Context: an optimization exercise on an open-source flow, tuned for small area. The choices shown serve that exercise and are no tape-out recipe. Function was checked by simulation only, so behaviour that the tests miss may differ from the original. Power is estimated from default activity; no workload was simulated.

`flow/config.mk`:
```
export PLATFORM = sky130hd
export DESIGN_NAME = decode_stage
export DESIGN_NICKNAME = decode_stage
export VERILOG_FILES = /design/flow/design.v
export SDC_FILE = /design/flow/constraint.sdc
export NUM_CORES = 4
export LEC_CHECK = 0
export CAP_MARGIN = 20
export CORE_MARGIN = 2
export CORE_UTILIZATION = 40
export SLEW_MARGIN = 20
export SYNTH_HIERARCHICAL = 1
```
`flow/constraint.sdc`:
```
create_clock -name core_clock -period 4.0 [get_ports {clk}]
set_input_delay 0.8000 -clock core_clock [delete_from_list [all_inputs] [get_ports {clk}]]
set_output_delay 0.8000 -clock core_clock [all_outputs]
set_load 0.01 [all_outputs]
```
`flow/design.v`:
```
module decode_stage #(
    parameter int XLEN  = 32,
    parameter int NREGS = 32
) (
    input  logic            clk,
    input  logic            rst,
    input  logic [31:0]     InstrD,
    input  logic [XLEN-1:0] PCD,
    input  logic [XLEN-1:0] PCPlus4D,
    input  logic            RegWriteW,
    input  logic [4:0]      RdW,
    input  logic [XLEN-1:0] ResultW,
    input  logic            FlushE,
    input  logic            StallE,
    output logic            RegWriteE,
    output logic [1:0]      ResultSrcE,
    output logic            MemWriteE,
    output logic            JumpE,
    output logic            BranchE,
    output logic [2:0]      ALUControlE,
    output logic            ALUSrcE,
    output logic [XLEN-1:0] RD1E,
    output logic [XLEN-1:0] RD2E,
    output logic [XLEN-1:0] ImmExtE,
    output logic [4:0]      Rs1E,
    output logic [4:0]      Rs2E,
    output logic [4:0]      RdE,
    output logic [XLEN-1:0] PCE,
    output logic [XLEN-1:0] PCPlus4E,
    output logic            IllegalE
);
    localparam logic [6:0] OP_R    = 7'b0110011;
    localparam logic [6:0] OP_IALU = 7'b0010011;
    localparam logic [6:0] OP_LW   = 7'b0000011;
    localparam logic [6:0] OP_SW   = 7'b0100011;
    localparam logic [6:0] OP_BEQ  = 7'b1100011;
    localparam logic [6:0] OP_JAL  = 7'b1101111;
    logic [6:0] opcode_s;
    logic [2:0] funct3_s;
    logic [6:0] funct7_s;
    logic [4:0] rs1_s, rs2_s, rd_s;
    assign opcode_s = InstrD[6:0];
    assign rd_s     = InstrD[11:7];
    assign funct3_s = InstrD[14:12];
    assign rs1_s    = InstrD[19:15];
    assign rs2_s    = InstrD[24:20];
    assign funct7_s = InstrD[31:25];
    logic exHold, exLoad;
    assign exHold = ~rst & ~FlushE & StallE;
    assign exLoad = ~rst & ~FlushE & ~StallE;
    logic [31:1] wDec;      
    logic [31:1] rfHold;    
    logic [31:1] rfLoad;    
    logic [31:1] dec1, dec2;
    logic [31:1] sel1, sel2;
    logic        byp1, byp2;
    always_comb begin
        for (int r = 1; r < 32; r++) begin
            wDec[r]   = RegWriteW && (RdW == 5'(r));
            rfHold[r] = ~rst & ~wDec[r];
            rfLoad[r] = ~rst & wDec[r];
            dec1[r]   = (rs1_s == 5'(r));
            dec2[r]   = (rs2_s == 5'(r));
            sel1[r]   = exLoad & dec1[r] & ~wDec[r];
            sel2[r]   = exLoad & dec2[r] & ~wDec[r];
        end
        byp1 = exLoad & |(dec1 & wDec);
        byp2 = exLoad & |(dec2 & wDec);
    end
    logic [31:1][XLEN-1:0] rf;
    genvar gr;
    logic [31:1][XLEN-1:0] rfNext;
    generate
        for (gr = 1; gr < 32; gr++) begin : g_rf
            decode_ao22 #(.W(XLEN)) u_nx (
                .a1(rf[gr]), .b1({XLEN{rfHold[gr]}}),
                .a2(ResultW), .b2({XLEN{rfLoad[gr]}}),
                .y(rfNext[gr])
            );
        end
    endgenerate
    always_ff @(posedge clk) begin
        rf <= rfNext;
    end
    logic [XLEN-1:0] rd1Next, rd2Next;
    genvar gb, gg;
    generate
        for (gb = 0; gb < XLEN; gb++) begin : g_rd
            logic [32:0] d1, s1, d2, s2;
            logic [10:0] n1, n2;
            for (gg = 1; gg < 32; gg++) begin : g_row
                assign d1[gg] = rf[gg][gb];
                assign d2[gg] = rf[gg][gb];
            end
            assign d1[0]  = ResultW[gb];
            assign d1[32] = RD1E[gb];
            assign s1     = {exHold, sel1, byp1};
            assign d2[0]  = ResultW[gb];
            assign d2[32] = RD2E[gb];
            assign s2     = {exHold, sel2, byp2};
            for (gg = 0; gg < 11; gg++) begin : g_aoi
                decode_aoi222 u1 (.a(d1[3*gg +: 3]), .b(s1[3*gg +: 3]), .y(n1[gg]));
                decode_aoi222 u2 (.a(d2[3*gg +: 3]), .b(s2[3*gg +: 3]), .y(n2[gg]));
            end
            decode_nand11 c1 (.a(n1), .y(rd1Next[gb]));
            decode_nand11 c2 (.a(n2), .y(rd2Next[gb]));
        end
    endgenerate
    localparam logic [2:0] C_R   = 3'b001;
    localparam logic [2:0] C_I   = 3'b011;
    localparam logic [2:0] C_LW  = 3'b111;
    localparam logic [2:0] C_SW  = 3'b110;
    localparam logic [2:0] C_BEQ = 3'b100;
    localparam logic [2:0] C_JAL = 3'b101;
    localparam logic [2:0] C_ILL = 3'b010;
    logic [2:0] cls_s;
    always_comb begin
        cls_s = C_ILL;
        case (opcode_s)
            OP_R: begin
                if (((funct7_s == 7'b0000000) && (funct3_s != 3'b011)) ||
                    ((funct7_s == 7'b0100000) && (funct3_s == 3'b000)))
                    cls_s = C_R;
            end
            OP_IALU: begin
                if ((funct3_s != 3'b011) &&
                    (((funct3_s != 3'b001) && (funct3_s != 3'b101)) || (funct7_s == 7'b0000000)))
                    cls_s = C_I;
            end
            OP_LW:  if (funct3_s == 3'b010) cls_s = C_LW;
            OP_SW:  if (funct3_s == 3'b010) cls_s = C_SW;
            OP_BEQ: if (funct3_s == 3'b000) cls_s = C_BEQ;
            OP_JAL: cls_s = C_JAL;
            default: cls_s = C_ILL;
        endcase
    end
    logic [2:0]  clsQ;
    logic [6:0]  f7Q;
    logic [2:0]  f3Q;
    logic [XLEN-1:0] pcNext, pc4Next;
    logic [27:0] fNext, fNew, fQ;
    assign fNew = {cls_s, funct7_s, funct3_s, rs1_s, rs2_s, rd_s};
    assign fQ   = {clsQ, f7Q, f3Q, Rs1E, Rs2E, RdE};
    decode_ao22 #(.W(XLEN)) u_pc  (.a1(PCE), .b1({XLEN{exHold}}),
                                   .a2(PCD), .b2({XLEN{exLoad}}), .y(pcNext));
    decode_ao22 #(.W(XLEN)) u_pc4 (.a1(PCPlus4E), .b1({XLEN{exHold}}),
                                   .a2(PCPlus4D), .b2({XLEN{exLoad}}), .y(pc4Next));
    decode_ao22 #(.W(28))   u_f   (.a1(fQ), .b1({28{exHold}}),
                                   .a2(fNew), .b2({28{exLoad}}), .y(fNext));
    always_ff @(posedge clk) begin
        RD1E     <= rd1Next;
        RD2E     <= rd2Next;
        PCE      <= pcNext;
        PCPlus4E <= pc4Next;
        {clsQ, f7Q, f3Q, Rs1E, Rs2E, RdE} <= fNext;
    end
    function automatic logic [3:0] aluFromFunct3(input logic [2:0] f3);
        case (f3)
            3'b000:  aluFromFunct3 = {1'b1, 3'b000};    
            3'b111:  aluFromFunct3 = {1'b1, 3'b010};    
            3'b110:  aluFromFunct3 = {1'b1, 3'b011};    
            3'b100:  aluFromFunct3 = {1'b1, 3'b100};    
            3'b010:  aluFromFunct3 = {1'b1, 3'b101};    
            3'b001:  aluFromFunct3 = {1'b1, 3'b110};    
            3'b101:  aluFromFunct3 = {1'b1, 3'b111};    
            default: aluFromFunct3 = {1'b0, 3'b000};
        endcase
    endfunction
    logic isR, isI, isLW, isSW, isBEQ, isJAL, immI, anyImm, sgn;
    logic [3:0] aluDecQ;
    assign isR    = (clsQ == C_R);
    assign isI    = (clsQ == C_I);
    assign isLW   = (clsQ == C_LW);
    assign isSW   = (clsQ == C_SW);
    assign isBEQ  = (clsQ == C_BEQ);
    assign isJAL  = (clsQ == C_JAL);
    assign immI   = isI | isLW;
    assign anyImm = immI | isSW | isBEQ | isJAL;
    assign sgn    = anyImm & f7Q[6];
    assign aluDecQ = aluFromFunct3(f3Q);
    assign IllegalE   = (clsQ == C_ILL);
    assign RegWriteE  = isR | isI | isLW | isJAL;
    assign ResultSrcE = {isJAL, isLW};
    assign MemWriteE  = isSW;
    assign JumpE      = isJAL;
    assign BranchE    = isBEQ;
    assign ALUSrcE    = immI | isSW;
    assign ALUControlE = ((isR & ~f7Q[5]) | isI) ? aluDecQ[2:0]
                                                : {2'b00, isBEQ | (isR & f7Q[5])};
    assign ImmExtE[31:20] = {12{sgn}};
    assign ImmExtE[19:12] = isJAL ? {Rs1E, f3Q} : {8{sgn}};
    assign ImmExtE[11]    = ((immI | isSW) & f7Q[6]) | (isBEQ & RdE[0]) | (isJAL & Rs2E[0]);
    assign ImmExtE[10:5]  = {6{anyImm}} & f7Q[5:0];
    assign ImmExtE[4:1]   = ({4{immI | isJAL}} & Rs2E[4:1]) | ({4{isSW | isBEQ}} & RdE[4:1]);
    assign ImmExtE[0]     = (immI & Rs2E[0]) | (isSW & RdE[0]);
endmodule
module decode_aoi222 (
    input  logic [2:0] a,
    input  logic [2:0] b,
    output logic       y
);
    assign y = ~|(a & b);
endmodule
module decode_nand11 (
    input  logic [10:0] a,
    output logic        y
);
    assign y = ~&a;
endmodule
module decode_ao22 #(
    parameter int W = 1
) (
    input  logic [W-1:0] a1,
    input  logic [W-1:0] b1,
    input  logic [W-1:0] a2,
    input  logic [W-1:0] b2,
    output logic [W-1:0] y
);
    assign y = (a1 & b1) | (a2 & b2);
endmodule
```
`flow/run.sh`:
```
#!/bin/bash
# synth_recipe.tcl (not shown) runs the flow's synth.tcl, then flattens the netlist and writes it again
# the make line also repeats each setting of config.mk as NAME=value (left out here)
make -C /OpenROAD-flow-scripts/flow DESIGN_CONFIG=/design/flow/config.mk WORK_HOME=/design/flow/orfs CLKGATE_MAP_FILE= SYNTH_SCRIPT=/design/flow/synth_recipe.tcl finish
```
==> run summary <==
==> kinds of logic (layout without fill, tap and decap cells) <==
family / Yosys count / after routing / share of synthesized area
AOI/OAI and AO/OA: 1857 / 1857 / 0.388
xor gates and xnor gates: 7 / 7 / 0.00140
buffers and inverters: 96 / 1083 / 0.0131
DFF: 1148 / 1148 / 0.524
muxes: 2 / 2 / 0.000485
other: 0 / 9 / 0
and+or+nand+nor: 581 / 581 / 0.0725
==> layout by cell type, fill, tap and decap left out, types with 22 or more instances in the layout <==
| master | synthesis | layout |
|---|---|---|
| sky130_fd_sc_hd__dfxtp_1 | 1148 | 1148 |
| sky130_fd_sc_hd__a22o_1 | 1084 | 1084 |
| sky130_fd_sc_hd__a222oi_1 | 704 | 704 |
| sky130_fd_sc_hd__buf_4 | 49 | 428 |
| sky130_fd_sc_hd__clkdlybuf4s50_1 | 0 | 322 |
| sky130_fd_sc_hd__nand4_1 | 135 | 135 |
| sky130_fd_sc_hd__clkbuf_16 | 0 | 121 |
| sky130_fd_sc_hd__buf_12 | 0 | 96 |
| sky130_fd_sc_hd__nand3_1 | 78 | 78 |
| sky130_fd_sc_hd__or3_1 | 68 | 68 |
| sky130_fd_sc_hd__nor2_1 | 88 | 50 |
| sky130_fd_sc_hd__nand2_1 | 41 | 41 |
| sky130_fd_sc_hd__nor3_4 | 0 | 41 |
| sky130_fd_sc_hd__nor2_4 | 2 | 40 |
| sky130_fd_sc_hd__nor3_2 | 0 | 33 |
| sky130_fd_sc_hd__clkbuf_8 | 0 | 25 |
| sky130_fd_sc_hd__clkbuf_1 | 26 | 22 |
==> modules after synthesis (local to each module, per instance), a selection <==
| module | flops+latches | cells inside |
|---|---|---|
| decode_nand11 | 0 | 4 |
| decode_aoi222 | 0 | 1 |
| decode_stage | 1148 | 1647 |
==> sequential cells by signal (all words and copies together) (netlist names) <==
| register | count |
|---|---|
| Rs2E | 5 |
| f7Q | 7 |
| Rs1E | 5 |
| rf | 992 |
| RdE | 5 |
| PCPlus4E | 32 |
| clsQ | 3 |
| RD1E | 32 |
| RD2E | 32 |
| PCE | 32 |
| f3Q | 3 |
==> worst max-delay path, stage by stage (launching register included) <==
cell	delay, ns
sky130_fd_sc_hd__dfxtp_1	0.53
sky130_fd_sc_hd__a21oi_1	0.23
sky130_fd_sc_hd__nor2b_1	0.21
sky130_fd_sc_hd__nor2b_1	0.41
sky130_fd_sc_hd__buf_4	0.23
sky130_fd_sc_hd__a21o_1	0.10
sky130_fd_sc_hd__clkdlybuf4s50_1	0.57
==> path summary, 6_finish.rpt <==
path | startpoint | to | slack, ns | depth (start not counted)
worst max register to register | rf[35]$_DFF_P_ | RD1E[3]$_DFF_P_ | 1.95 | 4
worst max-delay path | clsQ[2]$_DFF_P_ | ImmExtE[19] | 0.19 | 6
worst min register to register | PCPlus4E[20]$_DFF_P_ | PCPlus4E[20]$_DFF_P_ | 0.48 | 1
worst min-delay path | PCPlus4E[20]$_DFF_P_ | PCPlus4E[20]$_DFF_P_ | 0.48 | 1
==> cell type report <==
class                           instances  area, um2  area share
Timing Repair Buffer                  860       8600       0.146
Clock buffer                          168       3450      0.0585
Clock inverter                         48        756      0.0128
Multi-Input combinational cell       2447      21400       0.363
Inverter                                7       28.8    0.000487
Sequential cell                      1148      23000       0.389
Tap cell                             1414       1770      0.0300
Antenna cell                            9       22.5    0.000381
==> per-stage QoR <==
step / power (mW) / area [um2] / worst slack [ns]
floorplan: 12.3 / 44300 / -0.337
finish: 25.2 / 59000 / 0.190
detailed placement: 13.4 / 54600 / -0.222
global placement: 13.4 / 54500 / -0.246
global route: 25.7 / 59000 / 0.0284
CTS: 25.2 / 58800 / 0.167
==> report_power, final <==
part           leakage [nW]  switching, mW  internal, mW  total, mW
clock                  2.07           4.89          7.15       12.0
combinational          10.4           1.00         0.509       1.51
sequential             9.26          0.130          11.6       11.7
==> routing by layer <==
metal  track usage  share of wire
met5             0        0.00012
met4         0.308          0.091
met1         0.492           0.35
met2         0.573           0.41
met3         0.120           0.14
==> run summary <==
* Fraction of layout instances using a drive strength above 1 at 0.186
* Average cell area after synthesis at about 12 um2
* Antenna viol nets, final at 0
* Final RePlAce weighted congestion at 1.04
* CTS Buf Count at 118
* Data arrival time at the worst-slack endpoint at around 3 ns
* Post-synthesis sequential area ratio at 0.524
* Clk pin slew, worst setup/hold paths at 0.05 ns
* Overall routed net length at approximately 230000 um
* Core footprint at 0.109 mm2
* Post-synth design cell area at roughly 0.044 mm2
* Remaining design rule violation count at 0
* Ports at 324
* Fin nets at 4720
* # clock sinks at 1148
* Post-detailed-placement half-perimeter wirelength at 150000 um
* TNS Setup at 0 ns
* Number of vias after detailed routing at 46742
* Detailed-route wire length per cell at 38.3 um
* Worst Setup End Kind: output pin
* Drt initial violations at 10496
* Dpl cells at 5866
* Post-CTS Setup Bufs at 0
* Utilization after layout at 0.542
* Cts-stage hold buffer count at 0
* Number of global-route vias before repair at 43278
* Max-cap violations at 0
* Number of nets produced by synthesis at 3829
* Cts repair resizes at 0
* Post-synthesis cell count at 3691
* FF+latch count, synth at 1148
* Horizontal die dimension at around 340 um
* Crit path launch type: register
* Most instantiated cells after synthesis: 1148 x sky130_fd_sc_hd__dfxtp_1, 1084 x sky130_fd_sc_hd__a22o_1, 704 x sky130_fd_sc_hd__a222oi_1
* Via-to-Cell Ratio at 7.66
* Buffer type at the clock tree root: sky130_fd_sc_hd__clkbuf_16
* Path type of the worst setup path: register to output pin
* Clock insertion delay at the later pin of the skew report at 0.76 ns
* Final Skew at 0.0394 ns
* Fillcell total at approximately 9400
* Total power density per cell area at around 430 mW/mm2
* Top cell type by total area after synthesis: sky130_fd_sc_hd__dfxtp_1
* Max clock buf depth at 3
* Number of antenna violations at the first check in global routing at 9
* Static leakage at 21.7 nW
* Starting density of the core at 0.403
* Number of standard-cell rows in the floorplan at 121
* Endpoints failing hold at 0
* Slew Viols, Final at 0
* Total grt overflow at 0
* CTS tree: done
* Detailed-routing iteration count for the pre-antenna-repair pass at 14
* F_max at 262 MHz
* Count of flip-flops with a built-in enable after synthesis at 0
* Global-route wire length before repair at 325000 um
* Final-layout worst hold slack at roughly 0.48 ns
* Maximum number of pins on one net before global-route repair at 93
* Least-Margin Pin Slew at 1.21 ns
* Worst endpoint required time at 3.20 ns
* Asr flop ratio synth at 0
* Maximum fanout along the worst path at 10
* Run status: timing/DRC/antenna clean
* Fin crit share at 0.952
* Slew Limit Headroom at 0.191
* Tightest Hold Check Type: register to register
* Count of unique library cells instantiated by Yosys at 56
* Overall fraction of global-route tracks in use at 0.396
* Full die area at between 0.1 and 0.15 mm2
* H-Tree Level Count at 3
* Die extent in y at 335 um
* Number of setup violations in the final report at 0
* Number of warning messages in the yosys log at 7
* Top-area cell type share of the netlist area at 0.524
* Cell types occupying the most area after synthesis: sky130_fd_sc_hd__dfxtp_1 52%, sky130_fd_sc_hd__a22o_1 22%, sky130_fd_sc_hd__a222oi_1 16%
* Number of port buffers at 323
* Count leader, synth: sky130_fd_sc_hd__dfxtp_1
* Synthesis-to-layout area growth at 34.6%
* Clock period minus worst slack at 3.81 ns
* Number of standard cells in the final layout excluding fillers at 6101
* RSZ-0062 raised after global routing: no
* Top flip-flop cell by instance count after synthesis: sky130_fd_sc_hd__dfxtp_1
* IR drop worst, VDD at 0.000360 V

## re-timing with driven ports
Ports are ideal in the flow. The routed layout listed here was re-timed in OpenROAD. Step 1 (the two cells are an assumption about what drives the block):
set clk [get_ports {clk}]
set_driving_cell -lib_cell sky130_fd_sc_hd__clkbuf_16 $clk
set_driving_cell -lib_cell sky130_fd_sc_hd__buf_2 [delete_from_list [all_inputs] $clk]
Step 2 adds t to the input delays and takes it off the output delays; t is the mean of the earliest and latest rising clock arrival at the registers after step 1. Input paths then give back, and output paths get back, about the clock's delay inside the block. Three values: ideal, step 1, step 2; two values: the first two.
t (ns): 0.820
setup slack, ns: 0.190 / 0.111 / -0.561
clock arrival spread, ns: 0.047 / 0.047
Met with ideal ports but missed after step 2: setup timing in this run. The setup slack of this run moves by -0.079 ns with the drivers and by -0.751 ns with both steps.
